Context: an optimization exercise on an open-source flow, tuned for a short achievable clock period and few clock cycles per item. The choices shown serve that exercise and are no tape-out recipe. Where RTL was checked, it was by simulation tests only, not by an equivalence proof against the original. The RTL of runs 2 and 3 was laid out without a check of its function. Power figures rest on the tool's default switching activity, not on a simulated workload.

File: flow/config.mk
export PLATFORM = sky130hd
export DESIGN_NAME = dmem_responder
export DESIGN_NICKNAME = dmem_responder
export VERILOG_FILES = /design/flow/design.v
export SDC_FILE = /design/flow/constraint.sdc
export NUM_CORES = 4
export LEC_CHECK = 0
export CAP_MARGIN = 20
export CORE_MARGIN = 2
export CORE_UTILIZATION = 40
export SLEW_MARGIN = 20
File: flow/design.v
package dmem_responder_pkg;
  localparam int DEPTH_DEF   = 64;
  localparam int LATENCY_DEF = 2;
  localparam int CNT_W       = 4;
  localparam logic [1:0] ALIGN_OK  = 2'b00;
  localparam int         WORD_BYTES = 4;
  typedef enum logic [1:0] {
    IDLE = 2'd0,
    BUSY = 2'd1,
    RESP = 2'd2
  } state_t;
  function automatic logic addrErr(
    input logic [31:0] addr,
    input int          depth
  );
    addrErr = (addr[1:0] != ALIGN_OK) ||
              (addr >= 32'(WORD_BYTES * depth));
  endfunction
endpackage
import dmem_responder_pkg::*;
module dmem_array
#(
  parameter  int DEPTH = DEPTH_DEF,
  localparam int AW    = $clog2(DEPTH)
) (
  input  logic          clk,
  input  logic          rst_n,
  input  logic          we,
  input  logic [AW-1:0] addr,
  input  logic [31:0]   wdata,
  output logic [31:0]   rdata
);
  logic [31:0] mem [DEPTH];
  always_ff @(posedge clk or negedge rst_n) begin
    if (!rst_n) begin
      for (int i = 0; i < DEPTH; i++) begin
        mem[i] <= '0;
      end
    end else if (we) begin
      mem[addr] <= wdata;
    end
  end
  assign rdata = mem[addr];
endmodule
import dmem_responder_pkg::*;
module dmem_responder
#(
  parameter int DEPTH   = DEPTH_DEF,
  parameter int LATENCY = LATENCY_DEF
) (
  input  logic        clk,
  input  logic        rst_n,
  input  logic        req_valid,
  output logic        req_ready,
  input  logic        req_write,
  input  logic [31:0] req_addr,
  input  logic [31:0] req_wdata,
  output logic        rsp_valid,
  input  logic        rsp_ready,
  output logic [31:0] rsp_rdata,
  output logic        rsp_err
);
  localparam int AW = $clog2(DEPTH);
  localparam logic [CNT_W-1:0] CNT_INIT =
    CNT_W'(LATENCY - 1);
  dmem_responder_pkg::state_t state;
  dmem_responder_pkg::state_t nextState;
  logic [CNT_W-1:0] cnt;
  logic [31:0]      capAddr;
  logic [31:0]      capWdata;
  logic             capWrite;
  logic [31:0]      rdataQ;
  logic             errQ;
  logic [31:0]      memRdata;
  logic             accept;
  logic             enterResp;
  logic             capErr;
  logic             memWe;
  assign accept    = (state == dmem_responder_pkg::IDLE) && req_valid;
  assign enterResp = (state == dmem_responder_pkg::BUSY) && (cnt == '0);
  assign capErr    = dmem_responder_pkg::addrErr(capAddr, DEPTH);
  assign memWe     = enterResp && capWrite && !capErr;
  dmem_array #(.DEPTH(DEPTH)) u_array (
    .clk   (clk),
    .rst_n (rst_n),
    .we    (memWe),
    .addr  (capAddr[AW+1:2]),
    .wdata (capWdata),
    .rdata (memRdata)
  );
  always_ff @(posedge clk or negedge rst_n) begin
    if (!rst_n) begin
      state <= dmem_responder_pkg::IDLE;
    end else begin
      state <= nextState;
    end
  end
  always_comb begin
    nextState = state;
    unique case (state)
      dmem_responder_pkg::IDLE: if (req_valid) nextState = dmem_responder_pkg::BUSY;
      dmem_responder_pkg::BUSY: if (cnt == '0) nextState = dmem_responder_pkg::RESP;
      dmem_responder_pkg::RESP: if (rsp_ready) nextState = dmem_responder_pkg::IDLE;
      default: nextState = dmem_responder_pkg::IDLE;
    endcase
  end
  always_comb begin
    req_ready = 1'b0;
    rsp_valid = 1'b0;
    unique case (1'b1)
      (state == dmem_responder_pkg::IDLE): req_ready = 1'b1;
      (state == dmem_responder_pkg::RESP): rsp_valid = 1'b1;
      default: ;
    endcase
  end
  always_ff @(posedge clk or negedge rst_n) begin
    if (!rst_n) begin
      cnt      <= '0;
      capAddr  <= '0;
      capWdata <= '0;
      capWrite <= 1'b0;
      rdataQ   <= '0;
      errQ     <= 1'b0;
    end else begin
      if (accept) begin
        cnt      <= CNT_INIT;
        capAddr  <= req_addr;
        capWdata <= req_wdata;
        capWrite <= req_write;
      end else if (state == dmem_responder_pkg::BUSY && cnt != '0) begin
        cnt <= cnt - 1'b1;
      end
      if (enterResp) begin
        rdataQ <= (capErr || capWrite) ? '0 : memRdata;
        errQ   <= capErr;
      end
    end
  end
  assign rsp_rdata = rdataQ;
  assign rsp_err   = errQ;
endmodule
File: flow/run.sh
#!/bin/bash
# synth_recipe.tcl (not shown) runs the flow's synth.tcl, then flattens the netlist and writes it again
# the make line also repeats each setting of config.mk as NAME=value (left out here)
make -C /OpenROAD-flow-scripts/flow DESIGN_CONFIG=/design/flow/config.mk WORK_HOME=/design/flow/orfs CLKGATE_MAP_FILE= SYNTH_SCRIPT=/design/flow/synth_recipe.tcl finish
File: flow/constraint.sdc
create_clock -name core_clock -period 5.0 [get_ports {clk}]
set_input_delay 1.0000 -clock core_clock [delete_from_list [all_inputs] [get_ports {clk}]]
set_output_delay 1.0000 -clock core_clock [all_outputs]
set_load 0.01 [all_outputs]
==> impl_metrics.csv, run 1 <==
group,metric,value,unit
outcome,status,"complete, no violations",
flow_run,cap_violations,0,
yosys,syn_inst,7078,
yosys,ys_types,49,
sta,rsz0062_at_grt,"false",
sta,hold_slack,0.06356,ns
floorplanning,dieArea,241200,um^2
final_layout,nets,7021,
floorplanning,die_h,491.1,um
detailed_routing,wl_per_cell,39.97,um
final_layout,seq_area,53890,um^2
sta,setup_viol,0,
detailed_routing,firstDrtPassIters,6,
clock_tree,cts.clk_slew.worst_paths,0.06,ns
detailed_routing,viasPerCell,6.658,
sta,relSlewSlack,0.1509,
detailed_routing,via_count,68650,
clock_tree,htreeDepth,4,
power,power_density,396.6,nW/um^2
yosys,async_flop_share,1.000,
clock_tree,clk_path_buf_depth,3,
final_layout,final_common_cell,"dfrtp_1",
yosys,postSynthAreaPerCell,13.41,um^2
floorplanning,ios,104,
grt,first_global_vias,66140,
grt,grt_max_degree,157,
setup_path,crit_path_start_kind,"register",
setup_path,critPathKind,"reg2reg",
final_layout,multi_input_area,36810,um^2
power,p_leak,54.66,nW
setup_path,path_max_fanout,32,
sta,hold_viol_final,0,
grt,antenna_found_initial,25,
setup_path,ff2ff_setup_slack,0.36,ns
sta,finalCritPeriodShare,0.9279,
floorplanning,die_w,491.1,um
sta,clock_skew,0.04087,ns
setup_path,crit_path_end_kind,"register",
yosys,yosysSeqAreaShare,0.5674,
sta,worstMarginPinSlew,1.242,ns
hold_path,hold_class,"in2async",
final_layout,fill_cells,21170,
clock_tree,cts-root-buf,"clkbuf_16",
clock_tree,postCtsHoldBufs,0,
setup_path,arrival,5.39,ns
clock_tree,cts_sinks,2152,
detailed_routing,drc,0,
detailed_routing,dr.first_iter.drc_count,10820,
floorplanning,core_area,235600,um^2
clock_tree,cts_buffers,222,
yosys,ys_ff_latch,2152,
yosys,synth_edf_count,0,
setup_path,crit-reg2reg-launch,"capAddr[2]",
clock_tree,cts_resized,0,
yosys,synth_fp_nets,7148,
grt,overflow,0,
placed_design,port_buffers,103,
yosys,yosys_warnings,3,
sta,finalSetupTns,0,ns
setup_path,required,5.75,ns
yosys,netlist_area,94900,um^2
sta,period_needed,4.639,ns
clock_tree,clk_latency,0.91,ns
detailed_routing,postRouteAntennaNets,0,
clock_tree,cts_tree,"built",
clock_tree,postCtsSetupBuffers,0,
sta,slew_viol_final,0,
setup_path,r2r_end,"u_array.mem[29][3]",
sta,max_freq,215.5,MHz
final_layout,drive_gt1_frac,0.1610,
final_layout,final_cell_mix,"dfrtp_1 (2,125), mux2_1 (1,763), a22oi_1 (862)",
final_layout,area_growth,12.32,%
floorplanning,rows,178,
placed_design,hpwl,239.5,mm
floorplanning,initial_utilization,0.4028,
grt,grtUsageTotal,0.3345,
grt,grt_pass1_wl,560.3,mm
setup_path,worstRegToRegCells,4,
placed_design,gp_congestion,0.9119,
detailed_routing,wl,412.2,mm
yosys,ys.flop_type,"dfrtp_1",
power,peakVddDrop,0.5759,mV
## kinds of logic after synthesis
group                      count (synthesis)  share of synthesized area
buffers and inverters                    787                    0.04844
xor gates and xnor gates                   2                  0.0001846
muxes                                   2049                     0.2431
AOI/OAI and AO/OA                       1070                    0.08464
DFF                                     2152                     0.5674
adders and majority gates                  1                  0.0001318
and+or+nand+nor                         1017                    0.05606
## report_power, final
| part | total (mW) | switching (mW) | internal, mW |
|---|---|---|---|
| registers | 18.4 | 0.696 | 17.7 |
| clock network | 17.1 | 7.36 | 9.71 |
| logic | 6.80 | 5.79 | 1.01 |
| total | 42.3 | 13.8 | 28.4 |
## layer usage
layer  global-route usage  vias to the layer above  routed length (um)
li1                     -                    25770                   -
met1               0.4423                    36440              157600
met2               0.4780                     5112              174500
met3               0.1065                     1322               51200
met4               0.2006                       12               28610
met5             0.004762                        -                 208
## flip-flops by register name, summed over array words and instances, names as in the netlist
register / count
capAddr: 32
capWdata: 32
capWrite: 1
cnt: 4
errQ: 1
rdataQ: 32
state: 2
u_array.mem: 2048
## synthesized netlist by cell type (2+ instances only)
cell type     n  area [um^2]
nand4_1     103        644.4
nor4_1       81        506.7
nor2_1       11        41.29
nand2_1     412         1546
and2_1       53        331.6
and3_1      230         1439
nor2b_1       5        31.28
o21ai_0      21        105.1
inv_1         5        18.77
and4b_1       4        40.04
mux2_1     1763        19850
buf_4        91        683.2
dfrtp_1    2152        53850
nor3_1       17        85.08
and4bb_2      4        50.05
buf_6       157         1768
buf_2        97        485.5
a32oi_1      18        157.7
nor4b_2       4        60.06
a31oi_1      15        93.84
a21oi_1      38        190.2
buf_1        22        82.58
a22oi_1     862         6471
o211ai_1      3        22.52
nor4_2        2        25.02
a2111oi_2     3        45.04
nand2b_1      3        18.77
a2111oi_0    56        490.5
nand3_1      67        335.3
o21a_1       14        105.1
clkbuf_1    414         1554
nand4_2       2        25.02
and2_0       12        75.07
mux2_2      286         3221
a22o_1       37        324.1
## area by class of cell
cell class,instances,area share
Antenna cell,20,0.0004695
Clock buffer,344,0.06246
Clock inverter,70,0.007360
Inverter,5,0.0001761
Multi-Input combinational cell,4139,0.3453
Sequential cell,2152,0.5056
Tap cell,3150,0.03697
Timing Repair Buffer,431,0.04165
## stage by stage
step                utilization  power [mW]  setup slack [ns]  cells  instance area, um^2
global placement         0.4204       25.01            0.6226   9876                99070
floorplan                     -       21.39             2.474   7078                94900
detailed placement       0.4206       25.13            0.6394   9877                99100
global route             0.4522       43.12            0.4931  10290               106500
CTS                      0.4521       41.93            0.5940  10290               106500
finish                   0.4524       42.27            0.3606  10310               106600
## how the worst max path moves through the flow
stage	start	to	slack, ns	cells past startpoint
finish	capAddr[2]	u_array.mem[29][3]	0.36	4
global route	capAddr[2]	u_array.mem[7][18]	0.49	5
CTS	capAddr[2]	u_array.mem[29][13]	0.59	4
detailed placement	capAddr[2]	u_array.mem[29][31]	0.64	4
global placement	capAddr[5]	rdataQ[19]	0.62	7
floorplan	cnt[0]	u_array.mem[13][10]	2.47	11
## critical path, stage by stage (launching register included)
cell and delay, ns:
dfrtp_1 0.84, and4b_1 1.07, and2_2 1.07, and3_4 1.03
mux2_1 0.39
Testbench counts, summed over its fixed seeds: cycles 12,800, items 3,200.
==> run 2, diff against run 1 <==
==> flow/design.v (replaced) <==
package dmem_responder_pkg;
  localparam int DEPTH_DEF   = 64;
  localparam int LATENCY_DEF = 2;
endpackage
import dmem_responder_pkg::*;
module dmem_array
#(
  parameter int DEPTH = DEPTH_DEF
) (
  input  logic             clk,
  input  logic [DEPTH-1:0] we,      
  input  logic [31:0]      wdata,
  input  logic [DEPTH-1:0] rsel,    
  output logic [31:0]      rdata
);
  logic [DEPTH-1:0][31:0] mem;
  always_ff @(posedge clk) begin
    for (int i = 0; i < DEPTH; i++) begin
      if (we[i]) mem[i] <= wdata;
    end
  end
  always_comb begin
    rdata = '0;
    for (int i = 0; i < DEPTH; i++) begin
      rdata = rdata | ({32{rsel[i]}} & mem[i]);
    end
  end
endmodule
import dmem_responder_pkg::*;
module dmem_responder
#(
  parameter int DEPTH   = DEPTH_DEF,
  parameter int LATENCY = LATENCY_DEF
) (
  input  logic        clk,
  input  logic        rst_n,
  input  logic        req_valid,
  output logic        req_ready,
  input  logic        req_write,
  input  logic [31:0] req_addr,
  input  logic [31:0] req_wdata,
  output logic        rsp_valid,
  input  logic        rsp_ready,
  output logic [31:0] rsp_rdata,
  output logic        rsp_err
);
  localparam int AW = $clog2(DEPTH);
  logic             accept;
  logic             reqErr;
  logic [DEPTH-1:0] dec;
  assign accept = req_valid && req_ready;
  assign reqErr = (req_addr[1:0] != 2'b00) || (req_addr[31:AW+2] != '0);
  always_comb begin
    for (int i = 0; i < DEPTH; i++) begin
      dec[i] = (req_addr[AW+1:2] == AW'(i));
    end
  end
  logic             v1;       
  logic             err1;
  logic [DEPTH-1:0] weQ;
  logic [DEPTH-1:0] rselQ;
  logic [31:0]      wdataQ;
  logic [DEPTH-1:0] wvalid;   
  always_ff @(posedge clk or negedge rst_n) begin
    if (!rst_n) begin
      v1     <= 1'b0;
      weQ    <= '0;
      wvalid <= '0;
    end else begin
      v1     <= accept;
      weQ    <= (accept && req_write && !reqErr) ? dec : '0;
      wvalid <= wvalid | weQ;
    end
  end
  always_ff @(posedge clk) begin
    err1   <= reqErr;
    wdataQ <= req_wdata;
    rselQ  <= (!req_write && !reqErr) ? (dec & (wvalid | weQ)) : '0;
  end
  logic [31:0] resData;
  dmem_array #(.DEPTH(DEPTH)) u_array (
    .clk   (clk),
    .we    (weQ),
    .wdata (wdataQ),
    .rsel  (rselQ),
    .rdata (resData)
  );
  logic        hv;
  logic [31:0] hData;
  logic        hErr;
  logic [31:0] qData [2];
  logic        qErr  [2];
  logic [1:0]  qCnt;
  logic        qRp;
  logic        qWp;
  logic [1:0]  nOut;      
  logic        rdyQ;
  logic hold;
  logic pop;
  logic qNe;
  logic hTake;            
  logic resToH;
  logic resToQ;
  logic qToH;
  assign hold   = hv && !rsp_ready;
  assign pop    = hv && rsp_ready;
  assign qNe    = (qCnt != 2'd0);
  assign hTake  = !hold;
  assign qToH   = hTake && qNe;
  assign resToH = hTake && !qNe && v1;
  assign resToQ = v1 && !resToH;
  always_ff @(posedge clk or negedge rst_n) begin
    if (!rst_n) begin
      hv   <= 1'b0;
      qCnt <= 2'd0;
      qRp  <= 1'b0;
      qWp  <= 1'b0;
    end else begin
      if (hTake) hv <= qNe || v1;
      if (qToH) qRp <= !qRp;
      if (resToQ) qWp <= !qWp;
      qCnt <= qCnt + {1'b0, resToQ} - {1'b0, qToH};
    end
  end
  always_ff @(posedge clk) begin
    if (hTake) begin
      hData <= qNe ? qData[qRp] : resData;
      hErr  <= qNe ? qErr[qRp]  : err1;
    end
    if (v1) begin
      qData[qWp] <= resData;
      qErr[qWp]  <= err1;
    end
  end
  logic [1:0] nNext;
  assign nNext = nOut + {1'b0, accept} - {1'b0, pop};
  always_ff @(posedge clk or negedge rst_n) begin
    if (!rst_n) begin
      nOut <= 2'd0;
      rdyQ <= 1'b0;
    end else begin
      nOut <= nNext;
      rdyQ <= (nNext != 2'd3);
    end
  end
  assign req_ready = rdyQ;
  assign rsp_valid = hv;
  assign rsp_rdata = hData;
  assign rsp_err   = hErr;
endmodule
--- a/flow/config.mk
+++ b/flow/config.mk
@@ -5,7 +5,9 @@
 export SDC_FILE = /design/flow/constraint.sdc
 export NUM_CORES = 4
 export LEC_CHECK = 0
+export ABC_CLOCK_PERIOD_IN_PS = 1700
 export CAP_MARGIN = 20
 export CORE_MARGIN = 2
 export CORE_UTILIZATION = 40
+export SETUP_SLACK_MARGIN = 3.3
 export SLEW_MARGIN = 20
==> run 2 against run 1 <==
Against the previous run:
- still clean
- area after synthesis decreased by 12%
- sequential cell count grew 229
- final cell count decreased by 26%
- critical endpoint is now hData[24]
==> impl_metrics.csv, run 2 <==
group,metric,value,unit
setup_path,cp-startpoint,"rselQ[10]",
setup_path,crit_path_start_kind,"register",
detailed_routing,via_count,45470,
final_layout,largest_reg_flops,2048,
clock_tree,cts-root-buf,"clkbuf_16",
power,finalPower,40.67,mW
yosys,async_flop_share,0.05754,
grt,antenna_found_initial,32,
clock_tree,clk_path_buf_depth,3,
yosys,yosysMostFrequentCell,"edfxtp_1",
floorplanning,die_h,460.4,um
floorplanning,rows,167,
yosys,synth_top_family_by_area,"compound AO/OA/AOI/OAI gates",
power,power_density,404.3,nW/um^2
sta,period_needed,2.885,ns
hold_path,hold_class,"in2async",
sta,worstMarginPinSlew,1.198,ns
yosys,synth_simple_gate_area_frac,0.03748,
yosys,netlist.area_leader.share,0.7737,
sta,rsz0062_at_grt,"true",
grt,overflow,0,
yosys,synth_fp_nets,4309,
final_layout,final_cell_mix,"edfxtp_1 (2,147), a22o_1 (384), a221oi_2 (330)",
yosys,synth_edf_count,2147,
yosys,ys_types,32,
floorplanning,die_w,460.4,um
detailed_routing,postRouteAntennaNets,0,
final_layout,drive_gt1_frac,0.2866,
yosys,syn_inst,4236,
clock_tree,cts_buffers,230,
yosys,synth_xor_area_frac,0.0006307,
yosys,synthAdderAreaFrac,0.0006006,
setup_path,crit-reg2reg-launch,"rselQ[10]",
sta,slew_viol_final,0,
yosys,ys.flop_type,"edfxtp_1",
yosys,synth_area_leaders,"edfxtp_1 (77%), dfrtp_1 (4.1%), a221oi_1 (4.0%)",
setup_path,cpMostUsedCell,"buf_12",
grt,grt_max_degree,69,
floorplanning,initial_utilization,0.4024,
final_layout,regMostFlops,"u_array.mem",
sta,hold_viol_final,0,
sta,finalCritPeriodShare,0.5770,
yosys,netlist_area,83320,um^2
flow_run,cap_violations,0,
grt,grt_pass1_wl,342.5,mm
clock_tree,htreeDepth,4,
sta,clock_skew,0.04276,ns
sta,max_freq,346.6,MHz
final_layout,area_growth,20.71,%
outcome,status,"complete, no violations",
placed_design,hpwl,125.5,mm
clock_tree,cts.clk_slew.worst_paths,0.06,ns
sta,setup_viol,0,
floorplanning,dieArea,212000,um^2
final_layout,nets,4696,
setup_path,crit_path_end_kind,"register",
final_layout,fin_util,0.4857,
placed_design,port_buffers,103,
yosys,postSynthAreaPerCell,19.67,um^2
detailed_routing,dr.first_iter.drc_count,5659,
detailed_routing,wl_per_cell,32.61,um
setup_path,ff2ff_setup_slack,2.12,ns
yosys,synthMuxAreaShare,0.003964,
sta,finalSetupTns,0,ns
yosys,synthTopCellsByCount,"edfxtp_1 (2,147), a221oi_1 (384), a22o_1 (384), a22oi_1 (246), clkbuf_1 (163)",
setup_path,cpMaxStageDelayCell,"or4_4",
yosys,yosys_warnings,2,
setup_path,path_cells,"buf_12 -> buf_16 -> buf_12 -> a22o_1 -> a221oi_2 -> nand4_1 -> or4_4 -> a21o_1",
power,peakVddDrop,0.2660,mV
yosys,synth_compound_gate_area_share,0.1074,
detailed_routing,firstDrtPassIters,6,
setup_path,arrival,3.50,ns
setup_path,required,5.61,ns
clock_tree,clk_latency,0.86,ns
sta,relSlewSlack,0.2016,
grt,grtUsageTotal,0.2304,
detailed_routing,drc,0,
placed_design,gp_congestion,0.8228,
yosys,yosysTopAreaCell,"edfxtp_1",
yosys,yosysSeqAreaShare,0.8382,
setup_path,critPathMaxStageDelay,0.72,ns
setup_path,path_max_fanout,8,
detailed_routing,viasPerCell,5.961,
clock_tree,cts_tree,"built",
floorplanning,ios,104,
setup_path,critPathKind,"reg2reg",
power,p_leak,33.15,nW
clock_tree,postCtsHoldBufs,0,
clock_tree,cts_sinks,2381,
floorplanning,core_area,207100,um^2
final_layout,final_common_cell,"edfxtp_1",
detailed_routing,wl,248.7,mm
yosys,ys_ff_latch,2381,
grt,first_global_vias,43620,
run 2: final timing paths:
check,to,depth (start not counted)
hold / removal,wvalid[55],1
hold reg to reg,wvalid[24],1
setup reg to reg,hData[24],8
setup / recovery,hData[24],8
max in group asynchronous,weQ[31],2
min in group core_clock,wvalid[24],1
run 2: cell type report:
class                      instances  area [um^2]
inverter                           5        22.52
multi-input combinational       1648        15920
clock buffer                     306         6285
clock inverter                   128         1033
fill                           16720       106500
tap                             2788         3488
timing repair buffer             356         3679
antenna                           14        35.03
timing repair inverter             1        7.507
sequential                      2381        70110
run 2: cells by family (layout without fill, tap and decap cells):
| family | Yosys count | count (layout) |
|---|---|---|
| other | 0 | 14 |
| buffers and inverters | 216 | 796 |
| AOI/OAI and AO/OA | 1058 | 1058 |
| DFF | 2381 | 2381 |
| adders and majority gates | 4 | 4 |
| muxes | 33 | 33 |
| xor gates and xnor gates | 6 | 6 |
| and+or+nand+nor | 538 | 547 |
run 2: per-stage QoR:
step / setup slack [ns] / std cells / area (um^2) / hold WS (ns)
floorplan: 2.724 / 4236 / 85750 / 0.4175
global placement: 1.387 / 7040 / 89630 / 0.4287
detailed placement: 1.367 / 7040 / 89630 / 0.4289
CTS: 2.206 / 7583 / 99390 / 0.1828
global route: 2.144 / 7616 / 100600 / 0.2296
finish: 2.115 / 7627 / 100600 / 0.1956
run 2: metal layers:
| metal | track usage | wire [um] | up-vias |
|---|---|---|---|
| met5 | 0 | 108 | - |
| met4 | 0.07839 | 8132 | 16 |
| met3 | 0.04450 | 21530 | 380 |
| met2 | 0.3644 | 117600 | 2213 |
| met1 | 0.3199 | 101300 | 24070 |
| li1 | - | - | 18790 |
run 2: timing repair:
action,CTS,global route
resized for setup,570,184
endpoints found under the setup margin,474,274
setup buffers,94,26
cloned,15,3
pin swaps,96,106
run 2: power breakdown:
part / switching [mW] / leakage, nW / internal [mW] / total, mW
Clock: 7.33 / 3.58 / 9.52 / 16.9
Combinational: 1.07 / 7.56 / 0.551 / 1.62
Sequential: 0.161 / 22.0 / 22.0 / 22.2
Total: 8.56 / 33.2 / 32.1 / 40.7
run 2: worst max-delay path, delay by kind of cell, from the launching register on:
kind                   cells  cell delay (ns)
AND/OR/NAND/NOR            2             1.30
AO/OA/AOI/OAI              3             0.54
buffers and inverters      3             0.42
flip-flops                 1             0.38
==> run 3, diff against run 2 <==
--- a/flow/config.mk
+++ b/flow/config.mk
@@ -8,6 +8,9 @@
 export ABC_CLOCK_PERIOD_IN_PS = 1700
 export CAP_MARGIN = 20
 export CORE_MARGIN = 2
-export CORE_UTILIZATION = 40
+export CORE_UTILIZATION = 65
+export CTS_CLUSTER_DIAMETER = 50
+export CTS_CLUSTER_SIZE = 30
+export PLACE_DENSITY = 0.7
 export SETUP_SLACK_MARGIN = 3.3
 export SLEW_MARGIN = 20
==> run 3 against run 2 <==
Against the previous run:
- sequential power about the same
- clock skew is 0.0011 ns higher
- highest routed layer unchanged
- critical endpoint is now hData[27]
- setup slack worse by 0.044 ns
- sequential share of layout area grew 2.7 points
- first-iteration DRC count is 19% higher
- wire length down 7.0%
- largest cell class unchanged
- total power down 6.9%
- core utilization is 27 points higher
==> impl_metrics.csv, run 3 <==
group,metric,value,unit
grt,first_global_vias,42460,
setup_path,arrival,3.47,ns
yosys,ys_types,32,
yosys,ys_ff_latch,2381,
yosys,ys.flop_type,"edfxtp_1",
floorplanning,ios,104,
floorplanning,core_area,127400,um^2
floorplanning,dieArea,131100,um^2
sta,hold_slack,0.3259,ns
power,power_density,391.4,nW/um^2
final_layout,final_area,96750,um^2
grt,grtUsageTotal,0.3469,
setup_path,path_max_fanout,7,
sta,max_freq,341.4,MHz
yosys,synth_area_leaders,"edfxtp_1 (77%), dfrtp_1 (4.1%), a221oi_1 (4.0%)",
yosys,netlist.area_leader.share,0.7737,
setup_path,path_cells,"buf_8 -> buf_4 -> a22o_1 -> a221oi_1 -> nand4_1 -> or4_4 -> a21o_1",
final_layout,regMostFlops,"u_array.mem",
floorplanning,initial_utilization,0.6543,
clock_tree,htreeDepth,4,
grt,overflow,0,
final_layout,seq_area,70050,um^2
setup_path,cpMaxStageDelayCell,"or4_4",
placed_design,port_buffers,103,
yosys,synth_simple_gate_area_frac,0.03748,
sta,period_needed,2.929,ns
yosys,yosysMostFrequentCell,"edfxtp_1",
final_layout,fin_util,0.7597,
yosys,async_flop_share,0.05754,
clock_tree,cts_sinks,2381,
grt,grt_max_degree,109,
sta,relSlewSlack,0.2098,
final_layout,largest_reg_flops,2048,
power,peakVddDrop,0.4144,mV
sta,setup_viol,0,
final_layout,nets,4596,
final_layout,final_cell_mix,"edfxtp_1 (2,147), a22o_1 (384), a221oi_2 (304)",
sta,worstMarginPinSlew,1.185,ns
setup_path,critPathKind,"reg2reg",
yosys,synth_top_family_by_area,"compound AO/OA/AOI/OAI gates",
clock_tree,clk_path_buf_depth,3,
floorplanning,rows,131,
final_layout,area_growth,16.11,%
sta,slew_viol_final,0,
yosys,postSynthAreaPerCell,19.67,um^2
floorplanning,die_h,362.0,um
flow_run,cap_violations,0,
final_layout,fin_cells,6328,
sta,rsz0062_at_grt,"true",
grt,antenna_found_initial,19,
yosys,yosysSeqAreaShare,0.8382,
final_layout,final_common_cell,"edfxtp_1",
yosys,synth_edf_count,2147,
placed_design,placed_area,88190,um^2
final_layout,multi_input_area,15730,um^2
yosys,synth_compound_gate_area_share,0.1074,
clock_tree,clk_latency,0.83,ns
yosys,yosys_warnings,2,
detailed_routing,firstDrtPassIters,8,
detailed_routing,drc,0,
setup_path,crit_path_end_kind,"register",
detailed_routing,wl,231.2,mm
clock_tree,cts_tree,"built",
grt,grt_pass1_wl,315.8,mm
sta,finalCritPeriodShare,0.5858,
detailed_routing,postRouteAntennaNets,0,
yosys,yosysTopAreaCell,"edfxtp_1",
sta,hold_viol_final,0,
placed_design,hpwl,117.5,mm
clock_tree,cts-root-buf,"clkbuf_16",
detailed_routing,wl_per_cell,36.54,um
final_layout,drive_gt1_frac,0.2729,
outcome,status,"complete, no violations",
detailed_routing,via_count,45330,
setup_path,required,5.54,ns
floorplanning,die_w,362.0,um
power,p_leak,32.04,nW
sta,finalSetupTns,0,ns
yosys,synth_xor_area_frac,0.0006307,
yosys,synthTopCellsByCount,"edfxtp_1 (2,147), a221oi_1 (384), a22o_1 (384), a22oi_1 (246), clkbuf_1 (163)",
setup_path,crit_path_start_kind,"register",
clock_tree,cts.clk_slew.worst_paths,0.09,ns
yosys,synthAdderAreaFrac,0.0006006,
detailed_routing,viasPerCell,7.164,
detailed_routing,dr.first_iter.drc_count,6720,
placed_design,dp_cells,5912,
hold_path,hold_class,"in2async",
yosys,netlist_area,83320,um^2
yosys,syn_inst,4236,
yosys,synthMuxAreaShare,0.003964,
sta,clock_skew,0.04388,ns
placed_design,gp_congestion,0.8701,
yosys,synth_fp_nets,4309,
setup_path,critPathMaxStageDelay,0.69,ns
clock_tree,cts_buffers,163,
final_layout,fill_cells,6916,
[run 3: cell counts after synthesis]
No cell type changed its count.
[run 3: power by group]
part,leakage [nW],switching (mW),internal (mW)
Combinational,7.22,0.898,0.522
Sequential,22.0,0.237,22.0
Clock,2.78,7.18,7.04
Total,32.0,8.31,29.6
[run 3: worst max-delay path: cells and delay by family, from the launching register on]
kind	cells	cell delay (ns)
AND/OR/NAND/NOR	2	1.24
flip-flops	1	0.43
buffers and inverters	2	0.31
AO/OA/AOI/OAI	3	0.64
[run 3: cell type report]
cell class              instances  share of cell area
flip-flops and latches       2381              0.7240
diodes                          8           0.0002069
clock buffers                 179             0.04485
multi-input cells            1648              0.1626
repair inverters                1          0.00007759
well taps                    1662             0.02149
clock inverters               121             0.01401
inverters                       5           0.0002328
repair buffers                323             0.03259
[run 3: what timing repair did]
action | CTS | global route
gates resized for setup | 455 | 203
hold buffers | 0 | 0
cloned | 5 | 12
setup endpoints to repair | 418 | 295
hold endpoints to repair | 0 | 0
pin swaps | 50 | 70
buffers inserted | 54 | 35
[run 3: layer usage]
| metal | share of wire | global-route usage | vias to the layer above |
|---|---|---|---|
| met5 | 0.00056 | 0 | - |
| met3 | 0.13 | 0.08357 | 394 |
| met2 | 0.46 | 0.5286 | 2997 |
| met1 | 0.38 | 0.5039 | 23400 |
| met4 | 0.033 | 0.1136 | 20 |
| li1 | - | - | 18520 |
[run 3: final timing paths]
check,endpoint,startpoint,cells past startpoint,slack [ns]
worst max-delay path,hData[27],rselQ[20],7,2.07
worst min-delay path,wvalid[24],rst_n,1,0.33
worst max register to register,hData[27],rselQ[20],7,2.07
worst min register to register,wvalid[38],wvalid[38],1,0.45
max in group asynchronous,weQ[2],rst_n,2,3.70
min in group core_clock,wvalid[38],wvalid[38],1,0.45
[run 3: kinds of logic (layout without fill, tap and decap cells)]
family / count (synthesis) / in the layout
compound gates: 1058 / 1058
xor+xnor: 6 / 6
fa+ha+maj: 4 / 4
buf+inv: 216 / 629
flops: 2381 / 2381
mux: 33 / 33
other cells: 0 / 8
simple gates: 538 / 547
[run 3: through the flow]
stage | total power [mW] | setup WS [ns]
after floorplan | 23.33 | 2.724
after global placement | 24.01 | 1.395
after detailed placement | 24.07 | 1.307
after CTS | 37.87 | 2.227
after global routing | 38.81 | 2.038
final | 37.87 | 2.071
==> run 4, diff against run 3 <==
--- a/flow/design.v
+++ b/flow/design.v
@@ -137,7 +137,7 @@
   always_ff @(posedge clk or negedge rst_n) begin
     if (!rst_n) begin
       nOut <= 2'd0;
-      rdyQ <= 1'b0;
+      rdyQ <= 1'b1;
     end else begin
       nOut <= nNext;
       rdyQ <= (nNext != 2'd3);
==> flow/config.mk (replaced) <==
export PLATFORM = sky130hd
export DESIGN_NAME = dmem_responder
export DESIGN_NICKNAME = dmem_responder
export VERILOG_FILES = /design/flow/design.v
export SDC_FILE = /design/flow/constraint.sdc
export NUM_CORES = 4
export LEC_CHECK = 0
export CAP_MARGIN = 20
export CORE_MARGIN = 2
export CORE_UTILIZATION = 40
export SLEW_MARGIN = 20
==> run 4 against run 3 <==
Against the previous run:
- still clean on timing, DRC and antenna
- clock skew increased by 0.028 ns
- core utilization shrank 30 points
- global-route usage decreased by 13 points
==> impl_metrics.csv, run 4 <==
group,metric,value,unit
clock_tree,cts_tree,"built",
hold_path,hold_class,"in2async",
setup_path,r2r_end,"hData[3]",
yosys,synth_area_leaders,"edfxtp_1 (77%), dfrtp_1 (4.1%), a221oi_1 (4.0%)",
floorplanning,die_h,460.4,um
sta,worstMarginPinSlew,1.202,ns
yosys,syn_inst,4236,
clock_tree,clk_path_buf_depth,3,
clock_tree,cts_buffers,230,
sta,finalCritPeriodShare,0.6666,
sta,max_freq,300.0,MHz
yosys,ys.flop_type,"edfxtp_1",
outcome,status,"complete, no violations",
clock_tree,postCtsSetupBuffers,0,
clock_tree,clk_latency,0.87,ns
sta,slew_viol_final,0,
setup_path,worstRegToRegCells,6,
final_layout,drive_gt1_frac,0.1369,
power,clock_power_share,0.414,
sta,relSlewSlack,0.1989,
detailed_routing,viasPerCell,5.949,
yosys,synth_edf_count,2147,
yosys,netlist_area,83330,um^2
sta,hold_viol_final,0,
setup_path,critPathKind,"reg2reg",
final_layout,fin_util,0.4612,
yosys,yosysTopAreaCell,"edfxtp_1",
power,power_density,423.9,nW/um^2
floorplanning,die_w,460.4,um
setup_path,crit_path_start_kind,"register",
final_layout,fill_cells,17280,
placed_design,port_buffers,103,
flow_run,cap_violations,0,
grt,antenna_found_initial,23,
power,seqPwrFrac,0.548,
yosys,synthTopCellsByCount,"edfxtp_1 (2,147), a221oi_1 (384), a22o_1 (384), a22oi_1 (246), clkbuf_1 (163)",
placed_design,hpwl,126.6,mm
grt,first_global_vias,43390,
setup_path,arrival,3.96,ns
yosys,netlist.area_leader.share,0.7737,
grt,grtUsageTotal,0.2185,
final_layout,regMostFlops,"u_array.mem",
detailed_routing,drc,0,
setup_path,critPathMaxStageDelay,0.71,ns
grt,grt_pass1_wl,328.5,mm
detailed_routing,via_count,44670,
floorplanning,initial_utilization,0.4024,
setup_path,path_cells,"buf_4 -> a22o_1 -> a221oi_1 -> nand4_1 -> or4_4 -> a21o_1",
yosys,ys_ff_latch,2381,
floorplanning,ios,104,
final_layout,largest_reg_flops,2048,
yosys,synth_fp_nets,4309,
final_layout,area_growth,14.62,%
setup_path,crit-reg2reg-launch,"rselQ[44]",
setup_path,crit_buf_inv,1,
clock_tree,cts-root-buf,"clkbuf_16",
power,p_leak,31.25,nW
yosys,postSynthAreaPerCell,19.67,um^2
sta,rsz0062_at_grt,"false",
clock_tree,cts_resized,0,
sta,clock_skew,0.07144,ns
clock_tree,cts_sinks,2381,
sta,setup_viol,0,
setup_path,path_delay_family,"simple AND/OR/NAND/NOR gates",
yosys,async_flop_share,0.05754,
setup_path,cpMaxStageDelayCell,"or4_4",
setup_path,ff2ff_setup_slack,1.67,ns
final_layout,final_common_cell,"edfxtp_1",
yosys,ys_types,33,
yosys,yosys_warnings,2,
setup_path,crit_path_end_kind,"register",
detailed_routing,dr.first_iter.drc_count,5935,
clock_tree,cts.clk_slew.worst_paths,0.06,ns
sta,period_needed,3.333,ns
final_layout,nets,4589,
yosys,yosysMostFrequentCell,"edfxtp_1",
floorplanning,rows,167,
floorplanning,dieArea,212000,um^2
clock_tree,htreeDepth,4,
final_layout,final_cell_mix,"edfxtp_1 (2,147), a22o_1 (384), a221oi_1 (384)",
placed_design,gp_congestion,0.8138,
grt,overflow,0,
detailed_routing,wl,235.5,mm
power,internal_power,31.99,mW
power,peakVddDrop,0.3878,mV
power,sw_frac_of_total,0.2098,
sta,finalSetupTns,0,ns
clock_tree,postCtsHoldBufs,0,
setup_path,required,5.63,ns
floorplanning,core_area,207100,um^2
yosys,yosysSeqAreaShare,0.8382,
detailed_routing,wl_per_cell,31.37,um
setup_path,path_max_fanout,18,
detailed_routing,firstDrtPassIters,6,
power,power_frac_comb,0.038,
power,switchingPower,8.493,mW
detailed_routing,postRouteAntennaNets,0,
grt,grt_max_degree,110,
## run 4: logic make-up after synthesis
family | after synthesis | share of synthesized area
XOR/XNOR | 6 | 0.0006307
buffers and inverters | 216 | 0.01174
AO/OA/AOI/OAI | 1058 | 0.1074
AND/OR/NAND/NOR | 538 | 0.03748
multiplexers | 33 | 0.003964
flip-flops | 2381 | 0.8382
adder cells (fa/ha/maj) | 4 | 0.0006007
## run 4: final cells by class
| class | instances | area (um^2) | share of cell area |
|---|---|---|---|
| inverters | 5 | 20.02 | 0.0002096 |
| flip-flops and latches | 2381 | 69930 | 0.7322 |
| clock buffers | 297 | 6141 | 0.06430 |
| well taps | 2788 | 3488 | 0.03652 |
| clock inverters | 129 | 1176 | 0.01231 |
| diodes | 10 | 25.02 | 0.0002620 |
| repair buffers | 259 | 2206 | 0.02310 |
| multi-input cells | 1639 | 12520 | 0.1311 |
## run 4: layer usage
metal	routed length, um	GRT usage
met5	41	0
met4	5839	0.05956
met3	22700	0.04742
met2	109100	0.3408
met1	97820	0.3101
## run 4: worst max-delay path by stage
stage          slack, ns    startpoint        end  cells after the start
3_5_place_dp        1.23   req_addr[8]    weQ[44]                      6
5_1_grt             1.58     rselQ[44]   hData[3]                      6
4_1_cts             1.73     rselQ[57]  hData[18]                      5
2_1_floorplan       2.62  req_addr[13]  rselQ[15]                      6
3_3_place_gp        1.19   req_addr[8]    weQ[63]                      6
6_report            1.67     rselQ[44]   hData[3]                      6
## run 4: power by group through the flow
stage / Clock (mW) / Sequential [mW] / Combinational [mW]
floorplan: 0 / 22.7 / 0.577
global placement: 0 / 22.6 / 1.51
detailed placement: 0 / 22.6 / 1.55
CTS: 17.0 / 22.2 / 1.56
global route: 17.8 / 22.2 / 1.67
finish: 16.8 / 22.2 / 1.54
## run 4: per-stage QoR
stage          area, um^2  hold WS (ns)  setup slack [ns]  total power, mW  std cells
3_3_place_gp        88150        0.4295             1.185            24.10       7072
6_report            95510        0.2676             1.667            40.49       7508
2_1_floorplan       83330        0.4186             2.623            23.30       4236
5_1_grt             95490        0.3090             1.576            41.63       7501
4_1_cts             95470        0.3052             1.728            40.71       7498
3_5_place_dp        88160        0.4297             1.234            24.14       7072
Testbench counts of run 4, summed over its fixed seeds: cycles 3,216, items 3,200.

what the ideal ports hide:
In the flow no input, the clock included, has a driving cell. The finished layouts below were timed again as built, in two steps. Step 1 (the two cells are an assumption about what drives the block):
set clk [get_ports {clk}]
set_driving_cell -lib_cell sky130_fd_sc_hd__clkbuf_16 $clk
set_driving_cell -lib_cell sky130_fd_sc_hd__buf_2 [delete_from_list [all_inputs] $clk]
Step 2 moves the port delays by t, midway between the first and last clock arrival at a register: inputs arrive t later, outputs are due t later. That takes back most of the time a late clock gives input paths. a / b / c = ideal ports / drivers / drivers and shift; a / b = the first two.
run	t (ns)	setup slack, ns	cell pins on the clock port's net
run 1	0.984	0.361 / 0.361 / 0.361	1
run 2	0.920	2.115 / 2.115 / 2.105	1
run 3	0.886	2.071 / 2.071 / 2.025	1
run 4	0.930	1.667 / 1.667 / 1.266	1
After both steps every run listed still meets setup and hold. For run 4, which loses most, drivers alone change the setup slack by 0.000 ns; drivers and shift together by -0.401 ns.
